Background: an optimization exercise with open tools, aiming at small area, a short achievable clock period and few clock cycles per item. Do not read the settings as production practice. Function was checked by simulation only, so behaviour that the tests miss may differ from the original. Power and IR drop assume default switching activity.

==> inputs of 05-22 <==
==> flow/design.v (excerpt) <==
module cnn_top
(
    input  logic        clk,
    input  logic        reset,
    input  logic        load_req,
    input  logic [15:0] load_cmd,        
    output logic        load_ack,
    input  logic        run_req,
    output logic        run_ack,
    output logic [81:0] result           
);
Settings: LEC_CHECK=0, CAP_MARGIN=20, CORE_MARGIN=2, CORE_UTILIZATION=40, SLEW_MARGIN=20; clock period 10.0 ns.
run.sh (not shown) runs the stock make flow with config.mk's settings and CLKGATE_MAP_FILE= SYNTH_SCRIPT=/design/flow/synth_recipe.tcl, a recipe that flattens the netlist after the stock synthesis.
==> 11-15 (differences from 05-22) <==
==> flow/flow/run.sh (new file) <==
#!/bin/bash
# The standard layout, with timing repair aiming at 6.5 ns of setup slack
# against the design's 10 ns clock (a 3.5 ns critical path) instead of 0.
set -euo pipefail
bash standard.sh SETUP_SLACK_MARGIN=6.5 finish > standard_flow.log 2>&1
==> flow/standard.sh (new file) <==
#!/bin/bash
# synth_recipe.tcl (not shown) runs the flow's synth.tcl, then flattens the netlist and writes it again
# the make line also repeats each setting of config.mk as NAME=value (left out here)
make -C /OpenROAD-flow-scripts/flow DESIGN_CONFIG=/design/flow/config.mk WORK_HOME=/design/flow/orfs CLKGATE_MAP_FILE= SYNTH_SCRIPT=/design/flow/synth_recipe.tcl "${@:-finish}"
removed: flow/run.sh
==> 02-07 (differences from 05-22) <==
--- a/flow/design.v
+++ b/flow/design.v
@@ -3735,39 +3735,48 @@
         end
     end
     logic       running;         
     logic       busy;
     assign busy = run_req || running || run_ack;
     logic        take;
     logic        wv;             
+    logic        wv2;            
+    logic        we_img;         
+    logic        we_wts;         
+    logic        we_flt;         
     logic [15:0] cmd_q;
     assign take = load_req && !load_ack && !busy;
     always_ff @(posedge clk or negedge reset)
     begin
         if (!reset)
         begin
             load_ack <= 1'b0;
             wv       <= 1'b0;
+            wv2      <= 1'b0;
         end
         else
         begin
-            wv <= take;
+            wv  <= take;
+            wv2 <= wv;
             if (take)
             begin
                 load_ack <= 1'b1;
             end
             else if (!load_req)
             begin
                 load_ack <= 1'b0;
             end
         end
     end
     always_ff @(posedge clk)
     begin
-        cmd_q <= load_cmd;
+        if (take)
+        begin
+            cmd_q <= load_cmd;
+        end
     end
     logic [1:0] w_tgt;
     logic [5:0] w_addr;
     logic [7:0] w_data;
     logic [2:0] w_islot;         
     logic [1:0] w_cls;           
     logic [3:0] w_k;             
@@ -3789,22 +3798,26 @@
                     w_cls = 2'(q);
                     w_k   = 4'(k);
                 end
             end
         end
     end
     assign w_wslot = w_cls - ph[1:0] - 2'd1;
+    assign we_img = (wv || wv2) && w_islot[0] && w_tgt == 2'd0;
+    assign we_wts = (wv || wv2) && w_wslot[0] && w_tgt == 2'd2
+                    && w_addr < 6'(36);
+    assign we_flt = wv && w_tgt == 2'd1;
     logic [511:0] img;           
     always_ff @(posedge clk)
     begin
         for (int r = 0; r < 8; r++)
         begin
             for (int s = 0; s < 8; s++)
             begin
-                if (wv && w_tgt == 2'd0 && w_addr[5:3] == 3'(r) && w_islot == 3'(s))
+                if (s % 2 == 1 && we_img && w_addr[5:3] == 3'(r) && w_islot == 3'(s))
                 begin
                     img[(8*r+s)*8 +: 8] <= w_data;
                 end
                 else
                 begin
                     img[(8*r+s)*8 +: 8] <= img[(8*r+(s+1)%8)*8 +: 8];
                 end
@@ -3813,25 +3826,24 @@
     end
     logic [71:0]  filt;          
     logic [287:0] wts;           
     always_ff @(posedge clk)
     begin
         for (int k = 0; k < 9; k++)
         begin
-            if (wv && w_tgt == 2'd1 && w_addr == 6'(k))
+            if (we_flt && w_addr == 6'(k))
             begin
                 filt[k*8 +: 8] <= w_data;
             end
         end
         for (int s = 0; s < 4; s++)
         begin
             for (int k = 0; k < 9; k++)
             begin
-                if (wv && w_tgt == 2'd2 && w_addr < 6'(36)
-                    && w_wslot == 2'(s) && w_k == 4'(k))
+                if (s % 2 == 1 && we_wts && w_wslot == 2'(s) && w_k == 4'(k))
                 begin
                     wts[(9*s+k)*8 +: 8] <= w_data;
                 end
                 else
                 begin
                     wts[(9*s+k)*8 +: 8] <= wts[(9*((s+1)%4)+k)*8 +: 8];
                 end
==> flow/flow/run.sh (new file) <==
#!/bin/bash
# The standard layout, with timing repair aiming at 6.5 ns of setup slack
# against the design's 10 ns clock (a 3.5 ns critical path) instead of 0.
set -euo pipefail
bash standard.sh SETUP_SLACK_MARGIN=6.5 finish > standard_flow.log 2>&1
==> flow/standard.sh (new file) <==
#!/bin/bash
# synth_recipe.tcl (not shown) runs the flow's synth.tcl, then flattens the netlist and writes it again
# the make line also repeats each setting of config.mk as NAME=value (left out here)
make -C /OpenROAD-flow-scripts/flow DESIGN_CONFIG=/design/flow/config.mk WORK_HOME=/design/flow/orfs CLKGATE_MAP_FILE= SYNTH_SCRIPT=/design/flow/synth_recipe.tcl "${@:-finish}"
removed: flow/run.sh
==> comparison <==
Worst setup slack: 05-22 < 11-15 < 02-07. The lowest core utilization belongs to 05-22, the highest to 02-07. Power: 05-22 < 02-07 < 11-15. The lowest cell count belongs to 02-07, the highest to 11-15. Clock power: 05-22 > 11-15 > 02-07. Hold slack: 05-22 is higher than 02-07 (17 ps). Area after synthesis is the same in 05-22 and 11-15. Of 11-15 and 02-07, 02-07 has the higher flip-flop and latch count (gap 1). The lowest via count belongs to 02-07, the highest to 11-15. Between 11-15 and 02-07, the lower wire length is in 02-07 (gap about 8%, measured against 02-07).
Testbench counts of 05-22, summed over its fixed seeds: cycles 12,024, items 64.
Testbench counts of 11-15, summed over its fixed seeds: cycles 12,024, items 64.
Testbench counts of 02-07, summed over its fixed seeds: cycles 12,024, items 64.

---

==> inputs of build 76 <==
Another version of the RTL of cnn_top (not shown whole).
export LEC_CHECK = 0
export CAP_MARGIN = 20
export CORE_MARGIN = 2
export CORE_UTILIZATION = 70
export CTS_CLUSTER_DIAMETER = 65
export CTS_CLUSTER_SIZE = 26
export SLEW_MARGIN = 20
export SYNTH_HIERARCHICAL = 1
export SYNTH_MINIMUM_KEEP_SIZE = 0
create_clock -name core_clock -period 10.0 [get_ports {clk}]
standard.sh (not shown) runs the stock make flow with config.mk's settings and CLKGATE_MAP_FILE= SYNTH_SCRIPT=/design/flow/synth_recipe.tcl, a recipe that flattens the netlist after the stock synthesis.
==> flow/flow/run.sh <==
#!/bin/bash
# The standard layout, with timing repair aiming at 6.85 ns of setup slack
# against the design's 10 ns clock (a 3.15 ns critical path) instead of 0.
set -euo pipefail
bash standard.sh SETUP_SLACK_MARGIN=6.85 finish > standard_flow.log 2>&1
==> inputs of build 6, as changes to build 76 <==
--- a/flow/design.v
+++ b/flow/design.v
@@ -3343,15 +3343,16 @@
     logic       issue;
     logic       start;
     logic       start_q;
     logic [2:0] phn;             
     logic [1:0] gi;
     logic [3:0] grp;
     assign phn   = ph + 3'd1;
-    assign issue = sweep && !(phn[2] && phn[1]);     
+    logic [1:0] wc;
+    assign issue = sweep && !(phn[2] && phn[1]) && wc[1];     
     assign start = !running && !run_ack && run_req;
     always_comb
     begin
         gi = 2'd0;
         for (int i = 0; i < 6; i++)
         begin
             if (rsel[i])
@@ -3365,36 +3366,42 @@
     begin
         if (!reset)
         begin
             running <= 1'b0;
             run_ack <= 1'b0;
             sweep   <= 1'b0;
             rsel    <= '0;
+            wc      <= '0;
             nwin    <= '0;
             tail    <= 1'b0;
             tcnt    <= '0;
             dsel    <= 1'b0;
             start_q <= 1'b0;
         end
         else
         begin
             start_q <= start;
             if (start)
             begin
                 running <= 1'b1;
                 sweep   <= 1'b1;
                 rsel    <= 6'b000001;
+                wc      <= 2'd0;
                 nwin    <= '0;
             end
             if (sweep)
             begin
-                if (phn == 3'd7)
+                if (phn == 3'd5)
                 begin
                     rsel <= {rsel[4:0], rsel[5]};
                 end
+                if (!wc[1])
+                begin
+                    wc <= wc + 2'd1;
+                end
                 if (issue)
                 begin
                     nwin <= nwin + 6'd1;
                     if (nwin == 6'd35)
                     begin
                         sweep <= 1'b0;
                         rsel  <= '0;
@@ -3428,30 +3435,38 @@
     begin
         for (int r = 0; r < 3; r++)
         begin
             for (int c = 0; c < 3; c++)
             begin
                 logic [7:0] x;
                 x = dsel ? feat[(3*r+c)*8 +: 8] : 8'd0;
-                for (int i = 0; i < 6; i++)
+                if (c < 2)
+                begin
+                    x = x | (dsel ? 8'd0 : opa[(3*r+c+1)*8 +: 8]);
+                end
+                else
                 begin
-                    x = x | (rsel[i] ? img[(8*(i+r)+c+1)*8 +: 8] : 8'd0);
+                    for (int i = 0; i < 6; i++)
+                    begin
+                        x = x | (rsel[i] ? img[(8*(i+r)+3)*8 +: 8] : 8'd0);
+                    end
                 end
                 opa[(3*r+c)*8 +: 8] <= x;
                 opb[(3*r+c)*8 +: 8] <= dsel ? wts[(9+3*r+c)*8 +: 8] : filt[(3*r+c)*8 +: 8];
             end
         end
     end
     logic signed [19:0] sum;
     dot9 u_dot9 (.clk(clk), .a(opa), .b(opb), .sum(sum));
     logic       cv [1:DLAT];     
     logic       dv [1:DLAT];     
-    logic [3:0] g [1:DLAT];
-    logic [1:0] q [1:DLAT];
-    logic       f [1:DLAT];      
+    logic [3:0] g [1:DLAT];      
+    logic       dvl;             
+    logic [1:0] qd;              
+    logic       fd;              
     always_ff @(posedge clk or negedge reset)
     begin
         if (!reset)
         begin
             for (int i = 1; i <= DLAT; i++)
             begin
                 cv[i] <= 1'b0;
@@ -3467,24 +3482,23 @@
                 cv[i] <= cv[i-1];
                 dv[i] <= dv[i-1];
             end
         end
     end
     always_ff @(posedge clk)
     begin
-        g[1] <= grp;
-        q[1] <= phn[1:0];        
-        f[1] <= dsel && !dv[1];
+        g[1] <= dsel ? {2'b00, phn[1:0]} : grp;      
         for (int i = 2; i <= DLAT; i++)
         begin
             g[i] <= g[i-1];
-            q[i] <= q[i-1];
-            f[i] <= f[i-1];
         end
+        dvl <= dv[DLAT];
     end
+    assign qd = g[DLAT][1:0];
+    assign fd = !dvl;
     logic signed [19:0] sum_q;
     logic [7:0]  relu_q;
     always_ff @(posedge clk)
     begin
         sum_q <= sum;
         if (sum[19])
         begin
@@ -3525,21 +3539,21 @@
     always_ff @(posedge clk)
     begin
         feat <= feat_d;
         if (dv[DLAT])
         begin
             for (int c = 0; c < 4; c++)
             begin
-                if (q[DLAT] == 2'(c))
+                if (qd == 2'(c))
                 begin
                     scores[c] <= sum_q;
                 end
             end
-            if (f[DLAT] || gt22({~sum_q[19], sum_q[18:0], ~q[DLAT]}, {~best[19], best[18:0], ~win_class}))
+            if (fd || gt22({~sum_q[19], sum_q[18:0], ~qd}, {~best[19], best[18:0], ~win_class}))
             begin
                 best      <= sum_q;
-                win_class <= q[DLAT];
+                win_class <= qd;
             end
         end
     end
     assign result = {win_class, scores[3], scores[2], scores[1], scores[0]};
 endmodule
==> flow/flow/run.sh (replaced) <==
#!/bin/bash
# The standard layout, with timing repair aiming at 6.75 ns of setup slack
# against the design's 10 ns clock (a 3.25 ns critical path) instead of 0.
set -euo pipefail
bash standard.sh SETUP_SLACK_MARGIN=6.75 finish > standard_flow.log 2>&1
==> inputs of trial 47, as changes to build 76 <==
==> flow/flow/run.sh (replaced) <==
#!/bin/bash
# The standard layout, with timing repair aiming at 6.75 ns of setup slack
# against the design's 10 ns clock (a 3.25 ns critical path) instead of 0.
set -euo pipefail
bash standard.sh SETUP_SLACK_MARGIN=6.75 finish > standard_flow.log 2>&1
- CTS_CLUSTER_DIAMETER: 65 -> 70
- CTS_CLUSTER_SIZE: 26 -> 28
==> summary.txt <==
quantity                                                                 build 6      build 76     trial 47
Initial DRT Pass Iterations                                                    8            10           13
Core area                                                            82110 sq um   83820 sq um  83820 sq um
Width of the chip                                                       292.2 um      295.1 um     295.1 um
Post-synthesis compound-gate area fraction                               0.03171       0.05024      0.05024
Floorplan die height                                                    292.2 um      295.1 um     295.1 um
Post-route met1 wirelength                                              60510 um      61810 um     62250 um
Multi-input logic area                                               25720 sq um   26690 sq um  26610 sq um
Reg2reg setup slack                                                      6.76 ns       6.86 ns      6.78 ns
Sequential share of cell area                                             0.5027        0.4941       0.4988
Minimum clock period                                                    3.253 ns      3.237 ns     3.248 ns
Result of the run                               no timing/DRC/antenna violations  no timing/DRC/antenna violations  no timing/DRC/antenna violations
Max Fanout on Critical Path                                                    1             2            2
Part of the power in the clock network                                     0.292         0.223        0.206
Worst flop-to-flop path endpoint                                   u_dot9.q1_102  u_dot9.q1_54     img[330]
Filler Cells Inserted                                                       5180          5297         5447
Final standard cell utilization of the core                               0.7577        0.7602       0.7522
Synthesized flop and latch total                                            1454          1463         1463
CP Capture Point                                                      result[21]      load_ack     load_ack
GPL Wtd Cong                                                              0.9994         1.024        1.045
Fraction of synthesized cell area taken by the top area cell type         0.4198        0.4151       0.4151
Leak Pwr                                                                22.56 nW      23.13 nW     22.88 nW
Clk tree area frac                                                       0.04006       0.04253      0.03431
GRT met2 Usage                                                            0.5200        0.5627       0.5588
Testbench counts of build 76, summed over its fixed seeds: cycles 12,128, items 64.
Testbench counts of build 6, summed over its fixed seeds: cycles 12,264, items 64.
Testbench counts of trial 47, summed over its fixed seeds: cycles 12,128, items 64.

## static timing again, ports no longer ideal
In the flow no input, the clock included, has a driving cell. The finished layouts below were timed again as built, in two steps.
Step 1, drivers: a clkbuf_16 drives clk and a buf_2 each remaining input, both assumed.
Step 2, shift: input delay + t, output delay - t, t = (earliest + latest rising clock arrival at the registers) / 2. This alone moves slack from input paths to output paths.
Three values: ideal, step 1, step 2; two values: the first two.
run | t (ns) | setup slack, ns | worst slew at a driven data input, ns | pins driven straight from the clock port
05-22 | 0.865 | 4.753 / 4.753 / 4.753 | 0.03 | 1
11-15 | 0.861 | 5.844 / 5.844 / 5.844 | 0.04 | 1
02-07 | 0.851 | 5.910 / 5.910 / 5.910 | 0.04 | 1
build 76 | 0.743 | 6.763 / 6.686 / 6.303 | 0.04 | 1
build 6 | 0.728 | 6.747 / 6.677 / 6.276 | 0.04 | 1
trial 47 | 0.728 | 6.752 / 6.681 / 6.313 | 0.04 | 1
After both steps every run listed still meets setup and hold. The setup slack of build 6, which loses most, moves by -0.070 ns with the drivers and by -0.471 ns with both steps.
